This is an optimization exercise on Yosys and OpenROAD, whose aim is small area, a short achievable clock period and few clock cycles per item, not a production implementation.
No functional check of the RTL was part of any run shown here.

## flow/design.v (module list and top-level ports; edited modules follow where they fit)
// module vm_sm: 3 lines
// module vm_smn: 3 lines
// module vm_fa: 4 lines
// module vm_ha: 4 lines
// module vm_or: 3 lines
// module vm_inv: 3 lines
// module vm_x: 3 lines
// module vm_xn: 3 lines
// module vm_nand: 3 lines
// module vm_nor: 3 lines
// module vm_sel: 3 lines
// module vm_sel0: 3 lines
// module vm_aoi: 3 lines
// module vm_oai: 3 lines
// module vedic_mult_pipe: 5078 lines
module vedic_mult_pipe #(
    parameter int WIDTH = 32
) (
    input  logic              clk,
    input  logic              rst_n,
    input  logic              in_valid,
    output logic              in_ready,
    input  logic [WIDTH-1:0]  in_a,
    input  logic [WIDTH-1:0]  in_b,
    input  logic              in_signed,
    output logic              out_valid,
    input  logic              out_ready,
    output logic [2*WIDTH-1:0] out_p,
    output logic              busy
);
  // ...
==> flow/flow/run.sh <==
#!/bin/bash
# The standard layout (standard.sh), with two changes to how it is made:
# ports are buffered with buf_1, and ORFS's repair_timing aims for setup slack
# above zero (it repairs against the 11 ns clock the SDC gives).
export BUFFER_PORTS_ARGS="-buffer_cell sky130_fd_sc_hd__buf_1"
export SETUP_SLACK_MARGIN=7.5
bash standard.sh > standard.log 2>&1
==> flow/standard.sh <==
#!/bin/bash
# synth_recipe.tcl (not shown) runs the flow's synth.tcl, then flattens the netlist and writes it again
# the make line also repeats each setting of config.mk as NAME=value (left out here)
make -C /OpenROAD-flow-scripts/flow DESIGN_CONFIG=/design/flow/config.mk WORK_HOME=/design/flow/orfs CLKGATE_MAP_FILE= SYNTH_SCRIPT=/design/flow/synth_recipe.tcl "${@:-finish}"
==> flow/config.mk <==
export PLATFORM = sky130hd
export DESIGN_NAME = vedic_mult_pipe
export DESIGN_NICKNAME = vedic_mult_pipe
export VERILOG_FILES = /design/flow/design.v
export SDC_FILE = /design/flow/constraint.sdc
export NUM_CORES = 4
export LEC_CHECK = 0
export CAP_MARGIN = 20
export CORE_MARGIN = 2
export CORE_UTILIZATION = 65
export CTS_BUF_LIST = sky130_fd_sc_hd__clkbuf_8
export PLACE_DENSITY = 0.85
export SLEW_MARGIN = 20
export SYNTH_HIERARCHICAL = 1
export TNS_END_PERCENT = 0
==> flow/constraint.sdc <==
create_clock -name core_clock -period 11.0 [get_ports {clk}]
set_input_delay 2.2000 -clock core_clock [delete_from_list [all_inputs] [get_ports {clk}]]
set_output_delay 2.2000 -clock core_clock [all_outputs]
set_load 0.01 [all_outputs]
==> flow_metrics.env, run 1 <==
export IMPL_run_status="finished clean"
export IMPL_clk_share_pct=3.54
export IMPL_dieArea_um2=53900
export IMPL_stdcell_count=3906
export IMPL_clkSlewWorstSetupHoldPaths_ps=60
export IMPL_min_path_cells=2
export IMPL_synth_ff_type="edfxtp_1"
export IMPL_netlist_top_cells_count="xor2_1 (610), o22ai_1 (528), fa_1 (470)"
export IMPL_seq_cell_count=387
export IMPL_slowest_delay_ps=550
export IMPL_numPortBuffers=135
export IMPL_top_layer_used="met5"
export IMPL_grt_pass1_wl_um=173000
export IMPL_startpoint_type="register"
export IMPL_areaGrowthSynthToFinish_pct=12.3
export IMPL_grt_max_degree=174
export IMPL_ys_seq_area_share_pct=32.4
export IMPL_gp_congestion=0.971
export IMPL_clock_latency_ps=680
export IMPL_cp_common_cell="fa_1"
export IMPL_die_w_um=232
export IMPL_final_nonclk_buf_share_pct=4.41
export IMPL_yosysMostFrequentCell="xor2_1"
export IMPL_vias=28200
export IMPL_nFillCells=3449
==> run 2, diff against run 1 <==
--- a/flow/flow/run.sh
+++ b/flow/flow/run.sh
@@ -5,3 +5,3 @@
 export BUFFER_PORTS_ARGS="-buffer_cell sky130_fd_sc_hd__buf_1"
-export SETUP_SLACK_MARGIN=7.5
+export SETUP_SLACK_MARGIN=7.65
 bash standard.sh > standard.log 2>&1
==> run 2 against run 1 <==
  * Still clean on timing, DRC and antenna
  * Sequential cell count is the same
  * Worst hold slack about the same
  * Die area did not move
  * Non-clock buffer count is 41 higher
  * First-iteration DRC count grew 9.3%
  * Critical path depth stayed put
  * Utilization rose by 3.0 points
  * Register-to-register slack lost 30 ps
  * Largest cell class unchanged
==> flow_metrics.env, run 2 <==
export IMPL_cts_htree_levels=3
export IMPL_hpwl_um=70900
export IMPL_top_register="cs1"
export IMPL_yosysWarnings=7
export IMPL_fin_nets=3791
export IMPL_slew_headroom_pct=29.5
export IMPL_wl_per_cell_um=31.5
export IMPL_worstMarginPinSlew_ps=1060
export IMPL_grtUsageTotal_pct=44.2
export IMPL_async_flop_share_pct=1.55
export IMPL_min_period_over_period_pct=33.0
export IMPL_tritoncts="done"
export IMPL_yosysMostFrequentCell="xor2_1"
export IMPL_grt_pass1_vias=29600
export IMPL_startpoint_type="register"
export IMPL_avgSynthCellArea_um2=11.8
export IMPL_grt_setup_unrepaired="yes"
export IMPL_crit_cells=8
export IMPL_largest_registers="cs1 (171), pk (64), po (64)"
export IMPL_crit_chain="buf_4 -> bufbuf_16 -> o22ai_1 -> xor2_1 -> fa_1 -> fa_2 -> fa_1 -> fa_2"
export IMPL_start_util_pct=65.8
export IMPL_synth_top_area_share_pct=28.1
export IMPL_vias=28800
export IMPL_path_delay_family="adder cells"
export IMPL_synth_enable_flop_cells=317
export IMPL_cp_slowest_cell="fa_1"
export IMPL_die_w_um=232
export IMPL_gr_total_overflow=0
export IMPL_fin_util_pct=76.9
export IMPL_synthTopCellsByArea="edfxtp_1 (28%), fa_1 (28%), xor2_1 (16%), o22ai_1 (9.8%), dfxtp_1 (3.8%)"
export IMPL_skew_ps=48.1
export IMPL_gp_congestion=0.971
export IMPL_cts_sinks=387
export IMPL_final_common_cell="xor2_1"
export IMPL_hp_class="reg2reg"
export IMPL_fin_setup_tns_ps=0
export IMPL_min_path_cells=2
export IMPL_critPathCaptureType="register"
export IMPL_numPortBuffers=135
export IMPL_ant_nets=0
export IMPL_antenna_found_initial=4
export IMPL_drive_above_1_share_pct=15.2
export IMPL_synth_area_um2=33800
export IMPL_cts_buffers=67
export IMPL_yosys_register_bits=387
export IMPL_cts_buffer_depth=3
export IMPL_totalWireLength_um=124000
export IMPL_synthCells=2859
export IMPL_grt_pass1_wl_um=175000
export IMPL_synth_ff_type="edfxtp_1"
export IMPL_coreArea_um2=51400
export IMPL_drv_slew=0
export IMPL_run_status="finished clean"
export IMPL_root_buffer="clkbuf_8"
export IMPL_timing_final_hold_violations=0
export IMPL_cp_required_ps=11390
export IMPL_cp_max_fo=17
export IMPL_yosysUniqueCellTypes=24
export IMPL_drtIter0Drc=5027
export IMPL_slowest_delay_ps=500
export IMPL_cts_hold_buf=0
export IMPL_dieArea_um2=53900
export IMPL_largest_register_ffs=171
export IMPL_die_y_um=232
export IMPL_critPathKind="reg2reg"
export IMPL_clkSlewWorstSetupHoldPaths_ps=70
export IMPL_drv_cap=0
export IMPL_ios=136
export IMPL_crit_buf_inv=2
export IMPL_clock_latency_ps=690
export IMPL_areaGrowthSynthToFinish_pct=16.9
export IMPL_first_pass_iters=14
export IMPL_netlist_top_cells_count="xor2_1 (610), o22ai_1 (528), fa_1 (470)"
export IMPL_drc=0
export IMPL_rows=83
export IMPL_setup_violations=0
export IMPL_crit_arrival_ps=4020
export IMPL_ys_seq_area_share_pct=32.4
export IMPL_r2r_cells=8
export IMPL_grt_max_degree=174
export IMPL_final_cell_mix="xor2_1 (603), o22ai_1 (495), fa_1 (414)"
export IMPL_vias_per_cell=7.31
export IMPL_max_freq_mhz=276
export IMPL_yosysTopAreaCell="edfxtp_1"
export IMPL_fin_crit_ps=3630
## run 2: cell count changes in the layout (fill, tap and decap cells not counted), moves of 21 or more
cell / previous run / this run
buf_6: 50 / 18
o22ai_1: 519 / 495
fa_2: 10 / 56
o21ai_1: 162 / 141
buf_12: 12 / 39
fa_1: 460 / 414
o22ai_2: 9 / 30
## run 2: routing by layer
layer | up-vias | wire length, um | GRT usage [%]
met3 | 980 | 22300 | 21.2
met2 | 3031 | 52000 | 63.5
met1 | 13700 | 40200 | 54.9
met5 | - | 241 | 0
met4 | 12 | 9470 | 24.8
li1 | 11100 | - | -
## run 2: logic make-up (layout without fill, tap and decap cells)
family / count (synthesis) / in the layout / synth area share (%)
buffers and inverters: 63 / 453 / 0.699
and+or+nand+nor: 403 / 403 / 4.86
DFF: 387 / 387 / 32.4
muxes: 2 / 2 / 0.0665
xor gates and xnor gates: 695 / 695 / 18.0
adders and majority gates: 515 / 515 / 29.5
other: 1 / 16 / 0.0111
AOI/OAI and AO/OA: 793 / 793 / 14.6
## run 2: through the flow
step / setup slack [ps] / std cells / cell area, um^2 / hold WS [ps]
final: 7370 / 3944 / 39600 / 451
after floorplan: 5460 / 2868 / 33900 / 426
after detailed placement: 7310 / 3769 / 35900 / 445
after global routing: 7400 / 3939 / 39500 / 465
after global placement: 7380 / 3769 / 35900 / 435
after CTS: 7520 / 3901 / 38000 / 453
## run 2: repair_timing
action,CTS,global route
pin swaps,14,67
gates resized for setup,161,266
gates cloned,3,15
endpoints found under the setup margin,200,239
setup buffers,9,22
## run 2: path summary, 6_finish.rpt
kind	startpoint	end	slack (ps)
worst min register to register	pk[56]	pk[56]	450
worst min-delay path	pk[56]	pk[56]	450
max in group asynchronous	rst_n	vk	9330
worst max register to register	bonen0[4]	cs1[43]	7370
min in group asynchronous	rst_n	vo	1410
worst max-delay path	bonen0[4]	cs1[43]	7370
## run 2: per-module statistics from Yosys, one instance, submodules excluded, excerpt
module,copies in the design,cells inside
vm_sel,528,1
vm_oai,107,1
vm_x,585,1
vm_fa,470,1
vm_inv,29,1
vm_nand,111,1
vm_xn,32,1
vm_nor,124,1
vm_sm,38,3
vm_ha,45,1
## run 2: worst reg2reg max path: stages (launching register included)
cell and delay (ps):
edfxtp_1 440, buf_4 190, bufbuf_16 320, o22ai_1 290
xor2_1 290, fa_1 500, fa_2 390, fa_1 430
fa_2 500
## run 2: area by class of cell
class | instances | area (um^2)
Inverter | 63 | 240
Tap cell | 680 | 851
Fill cell | 3226 | 11900
Clock buffer | 72 | 991
Sequential cell | 387 | 11000
Timing Repair Buffer | 270 | 2600
Antenna cell | 6 | 15.0
Clock inverter | 48 | 353
Multi-Input combinational cell | 2418 | 23500

-- static timing again, ports no longer ideal --
How much do the figures lean on ideal ports? The routed layouts below were timed once more, with nothing changed but the port constraints.
Step 1: set_driving_cell puts a clkbuf_16 on clk and a buf_2 on each other input, an assumption about the parent block.
Step 2 times the ports against the registers' clock, not the clock port: input delays grow and output delays shrink by t, the midpoint of the rising clock arrivals with the driver on.
a / b / c = ideal ports / drivers / drivers and shift; a / b = the first two.
run | t (ns) | slack for setup (ns) | clock arrival spread, ns | slew at the worst register clock pin (ns) | pins driven straight from the clock port
run 1 | 0.723 | 7.398 / 7.398 / 7.398 | 0.044 / 0.044 | 0.07 / 0.07 | 1
run 2 | 0.730 | 7.372 / 7.372 / 7.372 | 0.049 / 0.049 | 0.07 / 0.07 | 1
After both steps every run listed still meets setup and hold.
